Context: an optimization exercise on an open-source flow, tuned for small area, a short achievable clock period and few clock cycles per item. The choices shown serve that exercise and are no tape-out recipe. In this exercise RTL edits were held to simulation tests only and were not proved equivalent to the original.

## subtitle_pixel_src_over_blend_unit
module subtitle_pixel_src_over_blend_unit #(
  parameter int unsigned MaxCanvasDim = spsob_pkg::MaxCanvasDim
) (
  input  wire logic              clk_i,
  input  wire logic              rst_ni,
  input  wire logic              start,
  output logic                   busy,
  input  wire logic [103:0]      req_i,
  output logic                   done_o,
  output logic [56:0]            res_o,
  input  wire logic              cfg_valid_i,
  output logic                   cfg_ready_o,
  input  wire logic              cfg_index_i,
  input  wire logic [12:0]       cfg_data_i
);
  localparam int unsigned NStg = 7;
  logic [15:0] pos_x, pos_y;
  logic [7:0]  cov, src_t, dst_a;
  logic [23:0] src_c, dst_c;
  assign pos_x = req_i[103:88];
  assign pos_y = req_i[87:72];
  assign cov   = req_i[71:64];
  assign src_c = req_i[63:40];
  assign src_t = req_i[39:32];
  assign dst_a = req_i[31:24];
  assign dst_c = req_i[23:0];
  assign busy        = 1'b0;
  assign cfg_ready_o = 1'b1;
  logic [12:0] wid_q, hgt_q, cfg_clamped;
  assign cfg_clamped = (cfg_data_i > 13'(MaxCanvasDim)) ? 13'(MaxCanvasDim) : cfg_data_i;
  always_ff @(posedge clk_i or negedge rst_ni) begin
    if (!rst_ni) begin
      wid_q <= '0;
      hgt_q <= '0;
    end else if (cfg_valid_i) begin
      if (cfg_index_i == spsob_pkg::CfgIdxWidth) wid_q <= cfg_clamped;
      else                                      hgt_q <= cfg_clamped;
    end
  end
  logic [NStg-1:0] vld_q;
  always_ff @(posedge clk_i or negedge rst_ni) begin
    if (!rst_ni) vld_q <= '0;
    else         vld_q <= {vld_q[NStg-2:0], start};
  end
  assign done_o = vld_q[NStg-1];
  logic        on1_q;
  logic [11:0] px1_q, py1_q;
  logic [12:0] w1_q;
  logic [7:0]  cov1_q, it1_q, da1_q;
  logic [23:0] s1_q, d1_q;
  logic        on1_d;
  assign on1_d = (pos_x[15:12] == 4'd0) && (pos_y[15:12] == 4'd0) &&
                 ({1'b0, pos_x[11:0]} < wid_q) && ({1'b0, pos_y[11:0]} < hgt_q) &&
                 (cov != 8'd0);
  always_ff @(posedge clk_i) begin
  ...
For scale: ~6100 cells after synthesis, about 730 flip-flops, roughly 180 I/O pins.
export LEC_CHECK = 0
export CAP_MARGIN = 20
export CORE_MARGIN = 2
export CORE_UTILIZATION = 40
export SLEW_MARGIN = 20
create_clock -name core_clock -period 24.0 [get_ports {clk_i}]
standard.sh (not shown) runs the stock make flow with config.mk's settings and CLKGATE_MAP_FILE= SYNTH_SCRIPT=/design/flow/synth_recipe.tcl, a recipe that flattens the netlist after the stock synthesis.
==> flow/flow/run.sh <==
#!/bin/bash
# Standard layout flow with these changes:
#  - synthesis runs Yosys's synth with -noabc (the final ABC mapping still runs), so the
#    hand-built adder trees reach the full-adder extraction as written;
#  - port buffers are sky130_fd_sc_hd__buf_2 (every port is still buffered);
#  - larger clock-tree sink clusters;
#  - timing repair aims for SETUP_SLACK_MARGIN ns of setup slack.
set -euo pipefail
sed '1s/yosys synth -nofsm -noshare /yosys synth -nofsm -noshare -noabc /' synth_recipe.tcl > synth_noabc.tcl
grep -q -- '-noabc' synth_noabc.tcl
bash standard.sh SYNTH_SCRIPT="$PWD/synth_noabc.tcl" SETUP_SLACK_MARGIN=17.9 \
  "BUFFER_PORTS_ARGS=-buffer_cell sky130_fd_sc_hd__buf_2" \
  CTS_CLUSTER_SIZE=24 CTS_CLUSTER_DIAMETER=120 CORE_UTILIZATION=60 ABC_AREA=1 \
  finish > make_finish.log 2>&1
Testbench counts at the start, summed over its fixed seeds: cycles 12,056, items 12,000.
Rerun with:
--- a/flow/flow/run.sh
+++ b/flow/flow/run.sh
@@ -10,5 +10,5 @@
 grep -q -- '-noabc' synth_noabc.tcl
-bash standard.sh SYNTH_SCRIPT="$PWD/synth_noabc.tcl" SETUP_SLACK_MARGIN=17.9 \
+bash standard.sh SYNTH_SCRIPT="$PWD/synth_noabc.tcl" SETUP_SLACK_MARGIN=17.6 \
   "BUFFER_PORTS_ARGS=-buffer_cell sky130_fd_sc_hd__buf_2" \
-  CTS_CLUSTER_SIZE=24 CTS_CLUSTER_DIAMETER=120 CORE_UTILIZATION=60 ABC_AREA=1 \
+  CTS_CLUSTER_SIZE=24 CTS_CLUSTER_DIAMETER=120 CORE_UTILIZATION=60 \
   finish > make_finish.log 2>&1
Outcome: Maximum frequency shrinks by 4.4%. Die area shrinks by 5.9%. Critical path depth grows by 23. Global-route usage shrinks by 0.81 points. Wire length shrinks by 9.5%. Clock skew grows by 17 ps.
Rerun with:
--- a/flow/flow/run.sh
+++ b/flow/flow/run.sh
@@ -10,5 +10,5 @@
 grep -q -- '-noabc' synth_noabc.tcl
-bash standard.sh SYNTH_SCRIPT="$PWD/synth_noabc.tcl" SETUP_SLACK_MARGIN=17.6 \
+bash standard.sh SYNTH_SCRIPT="$PWD/synth_noabc.tcl" SETUP_SLACK_MARGIN=17.3 \
   "BUFFER_PORTS_ARGS=-buffer_cell sky130_fd_sc_hd__buf_2" \
-  CTS_CLUSTER_SIZE=24 CTS_CLUSTER_DIAMETER=120 CORE_UTILIZATION=60 \
+  CTS_CLUSTER_SIZE=24 CTS_CLUSTER_DIAMETER=120 CORE_UTILIZATION=60 ABC_AREA=1 \
   finish > make_finish.log 2>&1
After rerunning: Cell count climbs by a quarter to a third. Cell area climbs by a few percent. Wire length climbs by roughly a tenth.
Rerun with:
--- a/flow/flow/run.sh
+++ b/flow/flow/run.sh
@@ -10,3 +10,3 @@
 grep -q -- '-noabc' synth_noabc.tcl
-bash standard.sh SYNTH_SCRIPT="$PWD/synth_noabc.tcl" SETUP_SLACK_MARGIN=17.3 \
+bash standard.sh SYNTH_SCRIPT="$PWD/synth_noabc.tcl" SETUP_SLACK_MARGIN=18.1 \
   "BUFFER_PORTS_ARGS=-buffer_cell sky130_fd_sc_hd__buf_2" \
- The new run finished with timing, DRC and antenna clean
- non-clock buffer count goes up by 9
- clock-buffer cell count stays the same
- register-to-register slack improves by 520 ps
- wire length goes up by 1.2%

---

juniper:
Starting RTL as in the previous note.
==> flow/config.mk <==
export PLATFORM = sky130hd
export DESIGN_NAME = subtitle_pixel_src_over_blend_unit
export DESIGN_NICKNAME = subtitle_pixel_src_over_blend_unit
export VERILOG_FILES = /design/flow/design.v
export SDC_FILE = /design/flow/constraint.sdc
export NUM_CORES = 4
export LEC_CHECK = 0
export CAP_MARGIN = 20
export CORE_MARGIN = 2
export CORE_UTILIZATION = 40
export SLEW_MARGIN = 20
==> flow/constraint.sdc <==
create_clock -name core_clock -period 24.0 [get_ports {clk_i}]
set_input_delay 4.8000 -clock core_clock [delete_from_list [all_inputs] [get_ports {clk_i}]]
set_output_delay 4.8000 -clock core_clock [all_outputs]
set_load 0.01 [all_outputs]
==> flow/flow/run.sh <==
#!/bin/bash
# Standard layout flow with these changes:
#  - synthesis runs Yosys's synth with -noabc (the final ABC mapping still runs), so the
#    hand-built adder trees reach the full-adder extraction as written;
#  - port buffers are sky130_fd_sc_hd__buf_2 (every port is still buffered);
#  - larger clock-tree sink clusters;
#  - timing repair aims for SETUP_SLACK_MARGIN ns of setup slack.
set -euo pipefail
sed '1s/yosys synth -nofsm -noshare /yosys synth -nofsm -noshare -noabc /' synth_recipe.tcl > synth_noabc.tcl
grep -q -- '-noabc' synth_noabc.tcl
bash standard.sh SYNTH_SCRIPT="$PWD/synth_noabc.tcl" SETUP_SLACK_MARGIN=17.6 \
  "BUFFER_PORTS_ARGS=-buffer_cell sky130_fd_sc_hd__buf_2" \
  CTS_CLUSTER_SIZE=24 CTS_CLUSTER_DIAMETER=120 CORE_UTILIZATION=60 ABC_AREA=1 \
  finish > make_finish.log 2>&1
Testbench counts of juniper, summed over its fixed seeds: cycles 12,056, items 12,000.
For onyx, these inputs were changed with respect to juniper:
-- flow/flow/run.sh --
<<< juniper, line 10
grep -q -- '-noabc' synth_noabc.tcl
bash standard.sh SYNTH_SCRIPT="$PWD/synth_noabc.tcl" SETUP_SLACK_MARGIN=17.6 \
  "BUFFER_PORTS_ARGS=-buffer_cell sky130_fd_sc_hd__buf_2" \
  CTS_CLUSTER_SIZE=24 CTS_CLUSTER_DIAMETER=120 CORE_UTILIZATION=60 ABC_AREA=1 \
  finish > make_finish.log 2>&1
>>> onyx, line 10
grep -q -- '-noabc' synth_noabc.tcl
bash standard.sh SYNTH_SCRIPT="$PWD/synth_noabc.tcl" SETUP_SLACK_MARGIN=17.5 \
  "BUFFER_PORTS_ARGS=-buffer_cell sky130_fd_sc_hd__buf_2" \
  CTS_CLUSTER_SIZE=24 CTS_CLUSTER_DIAMETER=120 CORE_UTILIZATION=60 \
  finish > make_finish.log 2>&1
[summary]
- onyx: done, clean on timing, DRC and antenna
- Re buffering overhead: onyx and juniper aren't equal, and the higher value belongs to onyx.
- Final core utilization delta for onyx relative to juniper: 2.6 points higher
- When the final numbers for onyx and juniper were put side by side, the number of resized instances in the post-cts repair step turned out to be smaller in juniper.
- Area after synthesis was higher in juniper than in onyx.
- Design area of onyx falls short of that of juniper by a few percent.
- Against juniper, multi-input combinational cell area in onyx rose slightly.
For indigo, these inputs were changed with respect to onyx:
-- flow/flow/run.sh --
<<< onyx, line 10
grep -q -- '-noabc' synth_noabc.tcl
bash standard.sh SYNTH_SCRIPT="$PWD/synth_noabc.tcl" SETUP_SLACK_MARGIN=17.5 \
  "BUFFER_PORTS_ARGS=-buffer_cell sky130_fd_sc_hd__buf_2" \
  CTS_CLUSTER_SIZE=24 CTS_CLUSTER_DIAMETER=120 CORE_UTILIZATION=60 \
  finish > make_finish.log 2>&1
>>> indigo, line 10
grep -q -- '-noabc' synth_noabc.tcl
bash standard.sh SYNTH_SCRIPT="$PWD/synth_noabc.tcl" SETUP_SLACK_MARGIN=17.6 \
  "BUFFER_PORTS_ARGS=-buffer_cell sky130_fd_sc_hd__buf_2" \
  CTS_CLUSTER_SIZE=24 CTS_CLUSTER_DIAMETER=120 CORE_UTILIZATION=50 \
  finish > make_finish.log 2>&1
### Flow results
indigo completed end to end with timing, DRC and antenna clean.
onyx -> indigo: area of the multi-input gates increased slightly
onyx → indigo: area of the placeable core went up; post-route clock skew went down.
Inputs modified between indigo and fjord:
-- flow/flow/run.sh --
<<< indigo, line 12
  "BUFFER_PORTS_ARGS=-buffer_cell sky130_fd_sc_hd__buf_2" \
  CTS_CLUSTER_SIZE=24 CTS_CLUSTER_DIAMETER=120 CORE_UTILIZATION=50 \
  finish > make_finish.log 2>&1
>>> fjord, line 12
  "BUFFER_PORTS_ARGS=-buffer_cell sky130_fd_sc_hd__buf_2" \
  CTS_CLUSTER_SIZE=24 CTS_CLUSTER_DIAMETER=120 CORE_UTILIZATION=60 PLACE_DENSITY=0.8 \
  finish > make_finish.log 2>&1
Combined global-route utilization of all metal layers is lower on indigo
Area: fjord vs indigo -> fjord smaller
On wire length, indigo loses to fjord.
Looking at register-to-register slack across fjord and indigo, the one that comes out lower is fjord.
Number of nets at the end of the flow: fjord < indigo
Compared with indigo, in fjord placed wire-length estimate fell 3.3 mm; sequential portion of the cell area rose 0.21 points; top achievable clock speed fell 3.2%; post-layout worst setup margin fell 0.20 ns.
fjord has completed all stages; timing, DRC and antenna checks passed.
indigo | stages: all done | timing, DRC, antenna: all pass
The area occupied by registers was comparable across fjord and indigo.
Side by side, count of cell instances traversed by the critical path turned out higher in fjord than in indigo.

---

== run 1 ==
Another version of the RTL of subtitle_pixel_src_over_blend_unit (not shown whole).
Size: about 180 I/O pins, roughly 0.051 mm2 of cells after synthesis.
==> flow/config.mk <==
export PLATFORM = sky130hd
export DESIGN_NAME = subtitle_pixel_src_over_blend_unit
export DESIGN_NICKNAME = subtitle_pixel_src_over_blend_unit
export VERILOG_FILES = /design/flow/design.v
export SDC_FILE = /design/flow/constraint.sdc
export NUM_CORES = 4
export LEC_CHECK = 0
export CAP_MARGIN = 20
export CORE_MARGIN = 2
export CORE_UTILIZATION = 40
export SLEW_MARGIN = 20
==> flow/constraint.sdc <==
create_clock -name core_clock -period 24.0 [get_ports {clk_i}]
set_input_delay 4.8000 -clock core_clock [delete_from_list [all_inputs] [get_ports {clk_i}]]
set_output_delay 4.8000 -clock core_clock [all_outputs]
set_load 0.01 [all_outputs]
==> flow/flow/run.sh <==
#!/bin/bash
# Standard layout flow with these changes:
#  - synthesis runs Yosys's synth with -noabc (the final ABC mapping still runs), so the
#    hand-built adder trees reach the full-adder extraction as written;
#  - port buffers are sky130_fd_sc_hd__buf_2 (every port is still buffered);
#  - clock tree built from clkbuf_4 / clkbuf_8;
#  - timing repair aims for SETUP_SLACK_MARGIN ns of setup slack.
set -euo pipefail
sed '1s/yosys synth -nofsm -noshare /yosys synth -nofsm -noshare -noabc /' synth_recipe.tcl > synth_noabc.tcl
grep -q -- '-noabc' synth_noabc.tcl
bash standard.sh SYNTH_SCRIPT="$PWD/synth_noabc.tcl" SETUP_SLACK_MARGIN=17 \
  "BUFFER_PORTS_ARGS=-buffer_cell sky130_fd_sc_hd__buf_2" \
  "CTS_BUF_LIST=sky130_fd_sc_hd__clkbuf_4 sky130_fd_sc_hd__clkbuf_8" \
  finish > make_finish.log 2>&1
Testbench counts of run 1, summed over its fixed seeds: cycles 12,056, items 12,000.
Input changes introduced in run 2 (baseline for comparison: run 1):
==> flow/flow/run.sh <==
#!/bin/bash
# Standard layout, with timing repair aimed below the clock period.
set -euo pipefail
bash standard.sh SETUP_SLACK_MARGIN=17 finish > make_finish.log 2>&1
Results
Run 2 went all the way through the flow, and no timing, DRC or antenna check failed. Of the two candidates, run 1 has the better global-route wire length before repair and run 2 the worse one. The lower synthesis-to-finish area growth of run 1 and run 2 is in run 1. Run 1 -> run 2: sum of overflow across all layers after global routing flat. Changes observed in run 2 relative to run 1: gate count of the mapped netlist now sits higher; number of fill cells in the layout now sits higher; final worst-path setup slack now sits at about the same level. Post-layout minimum cycle time: run 2 vs run 1 — no meaningful difference.
Edits applied to the flow inputs when going from run 2 to run 3:
==> flow/flow/run.sh <==
#!/bin/bash
# Standard layout flow with two changes:
#  - synthesis runs Yosys's synth with -noabc (the final ABC mapping still runs), so the
#    hand-built adder trees reach the full-adder extraction as written;
#  - timing repair aims for SETUP_SLACK_MARGIN ns of setup slack.
set -euo pipefail
sed '1s/yosys synth -nofsm -noshare /yosys synth -nofsm -noshare -noabc /' synth_recipe.tcl > synth_noabc.tcl
grep -q -- '-noabc' synth_noabc.tcl
bash standard.sh SYNTH_SCRIPT="$PWD/synth_noabc.tcl" SETUP_SLACK_MARGIN=17 finish > make_finish.log 2>&1
Notes after the runs:
- Comparing run 3 with run 2, the total routed wirelength came out essentially unchanged.
- In run 3 the number of global-route vias before repair turned out 2.9% lower than in run 2.
- Relative to run 2, layout overhead on the synthesized area has gone down in run 3.
- Fmax: run 3 lower than run 2
- Share of cell area taken by multi-input logic gates (higher): run 3
- Going from run 2 to run 3, global routing usage summed across all routing layers went up by 0.28 points, number of gates on the worst path with buffers counted went down by about 15%, final non-filler cell area went down by 0.0019 mm2.

---

== JK ==
subtitle_pixel_src_over_blend_unit with an RTL version that a note above also has.
Size in the first run: about 180 I/O pins, roughly 48000 sq um of cells after synthesis.
==> flow/config.mk <==
export PLATFORM = sky130hd
export DESIGN_NAME = subtitle_pixel_src_over_blend_unit
export DESIGN_NICKNAME = subtitle_pixel_src_over_blend_unit
export VERILOG_FILES = /design/flow/design.v
export SDC_FILE = /design/flow/constraint.sdc
export NUM_CORES = 4
export LEC_CHECK = 0
export CAP_MARGIN = 20
export CORE_MARGIN = 2
export CORE_UTILIZATION = 40
export SLEW_MARGIN = 20
==> flow/constraint.sdc <==
create_clock -name core_clock -period 24.0 [get_ports {clk_i}]
set_input_delay 4.8000 -clock core_clock [delete_from_list [all_inputs] [get_ports {clk_i}]]
set_output_delay 4.8000 -clock core_clock [all_outputs]
set_load 0.01 [all_outputs]
==> flow/flow/run.sh <==
#!/bin/bash
# Standard layout flow with these changes:
#  - synthesis runs Yosys's synth with -noabc (the final ABC mapping still runs), so the
#    hand-built adder trees reach the full-adder extraction as written;
#  - port buffers are sky130_fd_sc_hd__buf_2 (every port is still buffered);
#  - larger clock-tree sink clusters;
#  - timing repair aims for SETUP_SLACK_MARGIN ns of setup slack.
set -euo pipefail
sed '1s/yosys synth -nofsm -noshare /yosys synth -nofsm -noshare -noabc /' synth_recipe.tcl > synth_noabc.tcl
grep -q -- '-noabc' synth_noabc.tcl
bash standard.sh SYNTH_SCRIPT="$PWD/synth_noabc.tcl" SETUP_SLACK_MARGIN=17.9 \
  "BUFFER_PORTS_ARGS=-buffer_cell sky130_fd_sc_hd__buf_2" \
  CTS_CLUSTER_SIZE=24 CTS_CLUSTER_DIAMETER=120 CORE_UTILIZATION=60 \
  finish > make_finish.log 2>&1
JK finished all stages; the layout is clean.
Testbench counts of JK, summed over its fixed seeds: cycles 12,056, items 12,000.
Setup changes, JK to MS
--- a/flow/flow/run.sh
+++ b/flow/flow/run.sh
@@ -9,6 +9,6 @@
 sed '1s/yosys synth -nofsm -noshare /yosys synth -nofsm -noshare -noabc /' synth_recipe.tcl > synth_noabc.tcl
 grep -q -- '-noabc' synth_noabc.tcl
-bash standard.sh SYNTH_SCRIPT="$PWD/synth_noabc.tcl" SETUP_SLACK_MARGIN=17.9 \
+bash standard.sh SYNTH_SCRIPT="$PWD/synth_noabc.tcl" SETUP_SLACK_MARGIN=17.6 \
   "BUFFER_PORTS_ARGS=-buffer_cell sky130_fd_sc_hd__buf_2" \
-  CTS_CLUSTER_SIZE=24 CTS_CLUSTER_DIAMETER=120 CORE_UTILIZATION=60 \
+  CTS_CLUSTER_SIZE=24 CTS_CLUSTER_DIAMETER=120 CORE_UTILIZATION=60 GPL_TIMING_DRIVEN=0 \
   finish > make_finish.log 2>&1
### Flow results
MS does worse than JK on maximum frequency. [compare] base=JK new=MS: overall track demand over capacity in global routing fell 0.38 points, CTS sink count barely changed, maximum cell stage delay along the critical path climbed 0.04 ns. In terms of via count, MS and JK differ only marginally. There was hardly any difference in final instance count without filler cells between JK and MS. Post-placement cell count on MS is up relative to JK. Final instance area sits lower in MS than in JK.

[static timing again, ports no longer ideal]
Ports are ideal in the flow. The routed layouts listed here were re-timed in OpenROAD.
Step 1 sets driving cells, clkbuf_16 on the clock port and buf_2 on the other inputs (assumed; they add their load-dependent delay and slew).
Step 2 also shifts input and output timing later by t, the mid clock arrival at the registers, as if the neighbouring blocks saw the same clock.
Three values: ideal, step 1, step 2; two values: the first two.
| run | shift t [ns] | setup slack, ns | worst setup path at the end | latest minus earliest clock arrival (ns) |
|---|---|---|---|---|
| the first run of note 1 | 0.642 | 18.097 / 18.032 / 17.688 | input to register | 0.022 / 0.022 |
| the second run of note 1 | 0.649 | 17.823 / 17.823 / 17.378 | input to register | 0.040 / 0.041 |
| the third run of note 1 | 0.642 | 17.829 / 17.829 / 17.677 | input to register | 0.023 / 0.022 |
| the fourth run of note 1 | 0.643 | 18.095 / 18.029 / 17.803 | input to register | 0.022 / 0.022 |
| juniper | 0.643 | 18.005 / 18.005 / 17.688 | input to register | 0.024 / 0.024 |
| onyx | 0.665 | 17.746 / 17.746 / 17.324 | input to register | 0.030 / 0.030 |
| indigo | 0.679 | 17.846 / 17.846 / 17.241 | input to register | 0.033 / 0.032 |
| fjord | 0.671 | 17.643 / 17.643 / 17.328 | input to register | 0.028 / 0.029 |
| run 1 | 0.911 | 17.222 / 17.222 / 16.786 | input to register | 0.054 / 0.053 |
| run 2 | 0.753 | 17.221 / 17.221 / 16.681 | input to register | 0.062 / 0.062 |
| run 3 | 0.768 | 17.193 / 17.193 / 16.861 | input to register | 0.057 / 0.057 |
| JK | 0.657 | 17.813 / 17.813 / 17.351 | input to register | 0.027 / 0.027 |
| MS | 0.655 | 17.678 / 17.678 / 17.152 | input to register | 0.026 / 0.026 |
After both steps setup and hold are still met in every run listed. The setup slack of indigo, which loses most, moves by 0.000 ns with the drivers and by -0.605 ns with both steps.
